What follows belongs to an exercise in optimizing a design on an open flow for a short achievable clock period and few clock cycles per item; a production flow would make more cautious choices.
Only simulation tests tie the RTL to the original design; equivalence was not proved.
Power is estimated from default activity; no workload was simulated.

Design cache_ctrl_fsm, start of the top module:
module cache_ctrl_fsm #(
  parameter int ADDR_W   = 32,
  parameter int INDEX_W  = 4,
  parameter int OFFSET_W = 4
) (
  input  logic                clk_i,
  input  logic                rst_i,
  input  logic                cpu_req_i,
  input  logic                cpu_we_i,
  input  logic [ADDR_W-1:0]   cpu_addr_i,
  output logic                cpu_ready_o,
  output logic                cpu_hit_o,
  output logic                busy_o,
  input  logic [1:0]          lru_way_i,
  output logic                lru_update_o,
  output logic [INDEX_W-1:0]  lru_set_o,
  output logic [1:0]          lru_access_way_o,
  output logic                mem_req_o,
  output logic                mem_we_o,
  output logic [ADDR_W-1:0]   mem_addr_o,
  input  logic                mem_ack_i,
  output logic                fill_pulse_o,
  output logic [15:0]         hit_count_o,
  output logic [15:0]         miss_count_o
);
  localparam int TAG_W = ADDR_W - INDEX_W - OFFSET_W;
  localparam int SETS  = 1 << INDEX_W;
  localparam int QW    = 4;             
  localparam int QD    = 1 << QW;       
  logic [TAG_W-1:0]   tag_mem_q [SETS][4];
  logic [3:0]         valid_q   [SETS];
  logic [3:0]         dirty_q   [SETS];
  logic [5:0]         lru_q     [SETS];    
  logic               r_valid_q, r_we_q;
  logic [TAG_W-1:0]   r_tag_q;
  logic [INDEX_W-1:0] r_set_q;
  logic [SETS-1:0]    r_soh_q;            
  logic               b_valid_q, b_we_q;
  logic [TAG_W-1:0]   b_tag_q;
  logic [INDEX_W-1:0] b_set_q;
  logic [3:0]         b_vld_q, b_dty_q;
  logic [3:0]         b_ml_q [SETS];      
  logic [3:0]         b_mh_q [SETS];      
  logic [SETS-1:0]    b_soh_q;
  logic               b_fa_q, b_fa_teq_q;  
  logic [1:0]         b_fa_way_q;
  logic [5:0]         b_lru_q;
  logic               b_seq_q, b_teq_q;   
  logic               u_valid_q, u_hit_q, u_we_q, u_vdirty_q;
  logic [INDEX_W-1:0] u_set_q;
  logic [1:0]         u_way_q;
  logic [TAG_W-1:0]   u_tag_q;
  logic [3:0]         u_lvoh_q [SETS];     
  logic [TAG_W-1:0]   u_otag_s;            
  logic               cq_hit_q [QD];
  logic [INDEX_W-1:0] cq_set_q [QD];
  ...
Size: ~120 I/O pins.
clock: 8.0 ns
lec_check: 0
abc_clock_period_in_ps: 2500
cap_margin: 20
core_margin: 2
core_utilization: 40
setup_slack_margin: 5
slew_margin: 20
run.sh (not shown) runs the stock make flow with config.mk's settings and CLKGATE_MAP_FILE= SYNTH_SCRIPT=/design/flow/synth_recipe.tcl, a recipe that flattens the netlist after the stock synthesis.
Testbench counts at the start, summed over its fixed seeds: cycles 93,308, accesses 48,000.
Next try:
--- a/flow/design.v
+++ b/flow/design.v
@@ -47,14 +47,16 @@
   logic [5:0]         b_lru_q;
   logic               b_seq_q, b_teq_q;   
   logic               u_valid_q, u_hit_q, u_we_q, u_vdirty_q;
   logic [INDEX_W-1:0] u_set_q;
   logic [1:0]         u_way_q;
   logic [TAG_W-1:0]   u_tag_q;
-  logic [3:0]         u_lvoh_q [SETS];     
+  logic [TAG_W-1:0]   u_t4_q [4];          
+  logic [3:0]         u_woh_q;             
   logic [TAG_W-1:0]   u_otag_s;            
+  logic [TAG_W-1:0]   d_t4_s [4];
   logic               cq_hit_q [QD];
   logic [INDEX_W-1:0] cq_set_q [QD];
   logic [1:0]         cq_way_q [QD];
   logic [QW:0]        cq_wr_q;
   logic [QD-1:0]      cq_v_q;              
   logic [QD-1:0]      cq_rdoh_q;           
@@ -152,15 +154,18 @@
     victim_s = full_s ? old_way_s : inv_way_s;
     vdirty_s = valid_s[victim_s] & dirty_s[victim_s];
     way_s    = hit_s ? hit_way_s : victim_s;
   end
   always_comb begin
     u_otag_s = '0;
-    for (int s = 0; s < SETS; s++)
-      for (int w = 0; w < 4; w++)
-        u_otag_s = u_otag_s | ({TAG_W{u_lvoh_q[s][w]}} & tag_mem_q[s][w]);
+    for (int w = 0; w < 4; w++) begin
+      d_t4_s[w] = '0;
+      for (int s = 0; s < SETS; s++) d_t4_s[w] = d_t4_s[w] | ({TAG_W{b_soh_q[s]}} & tag_mem_q[s][w]);
+      if (fbw_s[w]) d_t4_s[w] = u_tag_q;
+      u_otag_s = u_otag_s | ({TAG_W{u_woh_q[w]}} & u_t4_q[w]);
+    end
   end
   logic               cq_head_hit_s, can_complete_s, accept_s, mem_free_s, read_ack_s;
   logic               cand_req_s, cand_we_s, take_s, cur_wb_s;
   logic [ADDR_W-1:0]  cand_addr_s, take_rd_addr_s;
   logic               cq_head_v_s;
   logic [INDEX_W-1:0] cq_head_set_s;
@@ -252,14 +257,14 @@
     u_hit_q <= hit_s;
     u_vdirty_q <= vdirty_s;
     u_we_q  <= b_we_q;
     u_set_q <= b_set_q;
     u_way_q <= way_s;
     u_tag_q <= b_tag_q;
-    for (int s = 0; s < SETS; s++)
-      for (int w = 0; w < 4; w++) u_lvoh_q[s][w] <= b_soh_q[s] && (victim_s == 2'(w));
+    for (int w = 0; w < 4; w++) u_t4_q[w] <= d_t4_s[w];
+    for (int w = 0; w < 4; w++) u_woh_q[w] <= (way_s == 2'(w));
     if (b_valid_q) begin
       cq_hit_q[cq_wr_q[QW-1:0]]  <= hit_s;
       cq_set_q[cq_wr_q[QW-1:0]]  <= b_set_q;
       cq_way_q[cq_wr_q[QW-1:0]]  <= way_s;
     end
     for (int i = 0; i < QD; i++) begin
Effect:
- The changed run completed with no timing, DRC or antenna violations
- area after synthesis went up by 1.8%
- power hardly moves
- wire length came out lower by 26%
- setup slack improves by 0.15 ns
- fmax came out higher by 4.8%
- utilization shrinks by 2.1 points
- non-clock buffer count falls by 225
- count of clock-buffer cells in the layout went down by 17
- register-to-register slack is better by 0.15 ns
- critical path depth came out lower by 3
- first-iteration DRC count goes down by 13%
- cell area went down by 2.6%
- die area is higher by 1.8%
Testbench counts after the change, summed over its fixed seeds: cycles 93,308, accesses 48,000.

---

cache_ctrl_fsm, a different RTL version from the one above (not shown whole).
Size in the first run: about 8400 cells after synthesis, roughly 3100 flip-flops, roughly 120 I/O pins, roughly 140000 um2 of cells after synthesis.
clock: 8.0 ns
lec_check: 0
abc_clock_period_in_ps: 2500
cap_margin: 20
core_margin: 2
core_utilization: 40
setup_slack_margin: 5
slew_margin: 20
Testbench counts at the start, summed over its fixed seeds: cycles 93,446, accesses 48,000.
Rerun with:
--- a/flow/design.v
+++ b/flow/design.v
@@ -46,14 +46,17 @@
   logic [1:0]         b_fa_way_q;
   logic [5:0]         b_lru_q;
   logic               b_seq_q, b_teq_q;   
   logic               u_valid_q, u_hit_q, u_we_q, u_vdirty_q;
   logic [INDEX_W-1:0] u_set_q;
   logic [1:0]         u_way_q;
   logic [TAG_W-1:0]   u_tag_q;
+  logic [SETS-1:0]    u_soh_q;             
+  logic [3:0]         u_woh_q;             
+  logic [TAG_W-1:0]   u_otag_s;            
   logic               cq_hit_q [QD];
   logic [INDEX_W-1:0] cq_set_q [QD];
   logic [1:0]         cq_way_q [QD];
   logic [QW:0]        cq_wr_q, cq_rd_q;
   logic               mq_wb_q   [QD];
   logic [TAG_W-1:0]   mq_vtag_q [QD];
   logic [TAG_W-1:0]   mq_tag_q  [QD];
@@ -144,14 +147,23 @@
       default: inv_way_s = 2'd3;
     endcase
     full_s   = &valid_s;
     victim_s = full_s ? old_way_s : inv_way_s;
     vdirty_s = valid_s[victim_s] & dirty_s[victim_s];
     way_s    = hit_s ? hit_way_s : victim_s;
   end
+  always_comb begin
+    logic [TAG_W-1:0] t;
+    u_otag_s = '0;
+    for (int w = 0; w < 4; w++) begin
+      t = '0;
+      for (int s = 0; s < SETS; s++) t = t | ({TAG_W{u_soh_q[s]}} & tag_mem_q[s][w]);
+      u_otag_s = u_otag_s | ({TAG_W{u_woh_q[w]}} & t);
+    end
+  end
   logic               cq_head_hit_s, can_complete_s, accept_s, mem_free_s, read_ack_s;
   logic               cand_req_s, cand_we_s, take_s, cur_wb_s;
   logic [ADDR_W-1:0]  cand_addr_s, take_rd_addr_s;
   assign cq_head_hit_s  = cq_hit_q[cq_rd_q[QW-1:0]];
   assign can_complete_s = (cq_wr_q != cq_rd_q) && (cq_head_hit_s || (rd_done_q != '0));
   assign accept_s       = cpu_req_i && !busy_q;
   assign mem_free_s  = !mem_req_q || mem_ack_i;
@@ -220,22 +232,24 @@
     b_teq_q   <= (b_tag_q == r_tag_q);
     u_hit_q <= hit_s;
     u_vdirty_q <= vdirty_s;
     u_we_q  <= b_we_q;
     u_set_q <= b_set_q;
     u_way_q <= way_s;
     u_tag_q <= b_tag_q;
+    u_soh_q <= b_soh_q;
+    for (int w = 0; w < 4; w++) u_woh_q[w] <= (way_s == 2'(w));
     if (b_valid_q) begin
       cq_hit_q[cq_wr_q[QW-1:0]]  <= hit_s;
       cq_set_q[cq_wr_q[QW-1:0]]  <= b_set_q;
       cq_way_q[cq_wr_q[QW-1:0]]  <= way_s;
     end
     if (u_valid_q) begin
       mq_wb_q[mq_wr_q[QW-1:0]]   <= u_vdirty_q;
-      mq_vtag_q[mq_wr_q[QW-1:0]] <= tag_mem_q[u_set_q][u_way_q];
+      mq_vtag_q[mq_wr_q[QW-1:0]] <= u_otag_s;
       mq_tag_q[mq_wr_q[QW-1:0]]  <= u_tag_q;
       mq_set_q[mq_wr_q[QW-1:0]]  <= u_set_q;
     end
     if (take_s && mem_free_s) pend_addr_q <= take_rd_addr_s;
     out_set_q <= cq_set_q[cq_rd_q[QW-1:0]];
     out_way_q <= cq_way_q[cq_rd_q[QW-1:0]];
   end
Outcome: The new run completed without violations. Critical path depth does not change. Worst hold slack barely changes. Synthesized cell count grows by 2.5%. Total power fell by 5.7%. Wire length drops by 3.8%. Design area fell by 4.7%.
Testbench counts after the change, summed over its fixed seeds: cycles 93,446, accesses 48,000.

---

== rev 12 ==
cache_ctrl_fsm, a different RTL version from the one above (not shown whole).
Size: about 8800 cells after synthesis, ~3200 flip-flops, roughly 120 I/O pins, roughly 130000 um2 of cells after synthesis.
Design cache_ctrl_fsm, start of the top module:
module cache_ctrl_fsm #(
  parameter int ADDR_W   = 32,
  parameter int INDEX_W  = 4,
  parameter int OFFSET_W = 4
) (
  input  logic                clk_i,
  input  logic                rst_i,
  input  logic                cpu_req_i,
  input  logic                cpu_we_i,
  input  logic [ADDR_W-1:0]   cpu_addr_i,
  output logic                cpu_ready_o,
  output logic                cpu_hit_o,
  output logic                busy_o,
  input  logic [1:0]          lru_way_i,
  output logic                lru_update_o,
  output logic [INDEX_W-1:0]  lru_set_o,
  output logic [1:0]          lru_access_way_o,
  output logic                mem_req_o,
  output logic                mem_we_o,
  output logic [ADDR_W-1:0]   mem_addr_o,
  input  logic                mem_ack_i,
  output logic                fill_pulse_o,
  output logic [15:0]         hit_count_o,
  output logic [15:0]         miss_count_o
);
Settings: LEC_CHECK=0, ABC_CLOCK_PERIOD_IN_PS=2500, CAP_MARGIN=20, CORE_MARGIN=2, CORE_UTILIZATION=40, SETUP_SLACK_MARGIN=5, SLEW_MARGIN=20; clock period 8.0 ns.
Testbench counts of rev 12, summed over its fixed seeds: cycles 93,308, accesses 48,000.
Inputs modified between rev 12 and rev 13:
--- a/flow/design.v
+++ b/flow/design.v
@@ -152,27 +152,25 @@
       default: inv_way_s = 2'd3;
     endcase
     full_s   = &valid_s;
     victim_s = full_s ? old_way_s : inv_way_s;
     vdirty_s = valid_s[victim_s] & dirty_s[victim_s];
     vtag_s   = tag_s[victim_s];
     way_s    = hit_s ? hit_way_s : victim_s;
   end
   logic               cq_head_hit_s, can_complete_s, accept_s, mem_free_s, read_ack_s;
   logic               cand_req_s, cand_we_s, take_s, cur_wb_s;
   logic [ADDR_W-1:0]  cand_addr_s, take_rd_addr_s;
-  logic [QW:0]        left_s;
   assign cq_head_hit_s  = cq_hit_q[cq_rd_q[QW-1:0]];
   assign can_complete_s = (cq_wr_q != cq_rd_q) && (cq_head_hit_s || (rd_done_q != '0));
   assign accept_s       = cpu_req_i && !busy_q;
-  assign left_s         = inflight_q - {{QW{1'b0}}, can_complete_s};
   assign mem_free_s  = !mem_req_q || mem_ack_i;
   assign read_ack_s  = mem_req_q && !mem_we_q && mem_ack_i;
   assign cur_wb_s    = mem_req_q && mem_we_q;
   always_comb begin
     take_rd_addr_s = {mq_tag_q[mq_st_q[QW-1:0]], mq_set_q[mq_st_q[QW-1:0]], {OFFSET_W{1'b0}}};
     take_s         = 1'b0;
     if (cur_wb_s) begin
       cand_req_s  = 1'b1;
       cand_we_s   = 1'b0;
       cand_addr_s = pend_addr_q;
     end else if (mq_wr_q != mq_st_q) begin
@@ -232,63 +230,72 @@
       cq_hit_q[cq_wr_q[QW-1:0]]  <= hit_s;
       cq_set_q[cq_wr_q[QW-1:0]]  <= b_set_q;
       cq_way_q[cq_wr_q[QW-1:0]]  <= way_s;
       mq_wb_q[mq_wr_q[QW-1:0]]   <= vdirty_s;
       mq_vtag_q[mq_wr_q[QW-1:0]] <= vtag_s;
       mq_tag_q[mq_wr_q[QW-1:0]]  <= b_tag_q;
       mq_set_q[mq_wr_q[QW-1:0]]  <= b_set_q;
     end
     if (take_s && mem_free_s) pend_addr_q <= take_rd_addr_s;
     out_set_q <= cq_set_q[cq_rd_q[QW-1:0]];
     out_way_q <= cq_way_q[cq_rd_q[QW-1:0]];
-    if (mem_free_s) begin
-      mem_we_q   <= cand_we_s;
-      mem_addr_q <= cand_addr_s;
-    end
   end
   always_ff @(posedge clk_i) begin
     if (rst_i) begin
       r_valid_q    <= 1'b0;
       b_valid_q    <= 1'b0;
       u_valid_q    <= 1'b0;
       cq_wr_q      <= '0;
       cq_rd_q      <= '0;
       mq_wr_q      <= '0;
       mq_st_q      <= '0;
       mem_req_q    <= 1'b0;
+      mem_we_q     <= 1'b0;
+      mem_addr_q   <= '0;
       rd_done_q    <= '0;
       inflight_q   <= '0;
       busy_q       <= 1'b0;
       cpu_ready_q  <= 1'b0;
       cpu_hit_q    <= 1'b0;
       fill_pulse_q <= 1'b0;
     end else begin
       r_valid_q <= accept_s;
       b_valid_q <= r_valid_q;
       u_valid_q <= b_valid_q;
       if (b_valid_q) begin
         cq_wr_q <= cq_wr_q + 1'b1;
         if (!hit_s) mq_wr_q <= mq_wr_q + 1'b1;
       end
       if (mem_free_s) begin
-        mem_req_q <= cand_req_s;
+        mem_req_q  <= cand_req_s;
+        mem_we_q   <= cand_we_s;
+        mem_addr_q <= cand_addr_s;
         if (take_s) mq_st_q <= mq_st_q + 1'b1;
       end
-      rd_done_q <= rd_done_q + {{QW{1'b0}}, read_ack_s}
-                             - {{QW{1'b0}}, can_complete_s && !cq_head_hit_s};
+      case ({read_ack_s, can_complete_s && !cq_head_hit_s})
+        2'b10:   rd_done_q <= rd_done_q + 1'b1;
+        2'b01:   rd_done_q <= rd_done_q - 1'b1;
+        default: rd_done_q <= rd_done_q;
+      endcase
       if (can_complete_s) cq_rd_q <= cq_rd_q + 1'b1;
       cpu_ready_q  <= can_complete_s;
       cpu_hit_q    <= can_complete_s && cq_head_hit_s;
       fill_pulse_q <= can_complete_s && !cq_head_hit_s;
-      inflight_q   <= left_s + {{QW{1'b0}}, accept_s};
-      busy_q       <= accept_s ? (left_s >= (QW+1)'(QD - 1)) : (left_s >= (QW+1)'(QD));
+      case ({accept_s, can_complete_s})
+        2'b10:   inflight_q <= inflight_q + 1'b1;
+        2'b01:   inflight_q <= inflight_q - 1'b1;
+        default: inflight_q <= inflight_q;
+      endcase
+      busy_q <= (accept_s && !can_complete_s) ? (inflight_q >= (QW+1)'(QD - 1))
+              : (accept_s || !can_complete_s) ? (inflight_q >= (QW+1)'(QD))
+              : 1'b0;
     end
   end
   assign cpu_ready_o      = cpu_ready_q;
   assign cpu_hit_o        = cpu_hit_q;
   assign busy_o           = busy_q;
   assign lru_update_o     = cpu_ready_q;
   assign lru_set_o        = out_set_q;
   assign lru_access_way_o = out_way_q;
   assign mem_req_o        = mem_req_q;
   assign mem_we_o         = mem_we_q;
   assign mem_addr_o       = mem_addr_q;
[summary]
There was hardly any difference in register area between rev 13 and rev 12. Diff rev 12 -> rev 13: power now larger; routed wire length picked up an extra 2.0%. There was hardly any difference in hold slack between rev 13 and rev 12. Relative to rev 12, the non-clock buffer total of the final layout measured on rev 13 has increased by more than 10%. Area added between synthesis and finish sits higher in rev 13 than in rev 12.
Testbench counts of rev 13, summed over its fixed seeds: cycles 93,308, accesses 48,000.

re-timing with driven ports:
How much do the figures lean on ideal ports? The routed layouts below were timed once more, with nothing changed but the port constraints.
Step 1 (the two cells are an assumption about what drives the block):
set clk [get_ports {clk_i}]
set_driving_cell -lib_cell sky130_fd_sc_hd__clkbuf_16 $clk
set_driving_cell -lib_cell sky130_fd_sc_hd__buf_2 [delete_from_list [all_inputs] $clk]
Step 2 adds t to the input delays and takes it off the output delays; t is the mean of the earliest and latest rising clock arrival at the registers after step 1. Input paths then give back, and output paths get back, about the clock's delay inside the block.
a / b / c = no drivers / after step 1 / after step 2; a / b = the first two.
| run | shift t [ns] | setup WS [ns] | worst hold slack (ns) | worst setup path at the end | worst register clock-pin slew, ns |
|---|---|---|---|---|---|
| the first run of note 1 | 1.050 | 4.713 / 4.713 / 4.215 | 0.330 / 0.330 / 0.330 | input to register | 0.07 / 0.07 |
| the second run of note 1 | 1.050 | 4.864 / 4.802 / 4.085 | 0.321 / 0.321 / 0.321 | input to register | 0.07 / 0.07 |
| the first run of note 2 | 1.017 | 4.735 / 4.735 / 3.866 | 0.329 / 0.329 / 0.329 | input to register | 0.07 / 0.07 |
| the second run of note 2 | 0.986 | 4.813 / 4.813 / 4.207 | 0.327 / 0.327 / 0.327 | input to register | 0.07 / 0.07 |
| rev 12 | 1.028 | 4.821 / 4.752 / 3.901 | 0.329 / 0.329 / 0.329 | input to register | 0.07 / 0.07 |
| rev 13 | 1.039 | 4.749 / 4.749 / 3.993 | 0.330 / 0.330 / 0.330 | input to register | 0.07 / 0.07 |
After both steps setup and hold are still met in every run listed. The setup slack of rev 12, which loses most, moves by -0.069 ns with the drivers and by -0.920 ns with both steps.
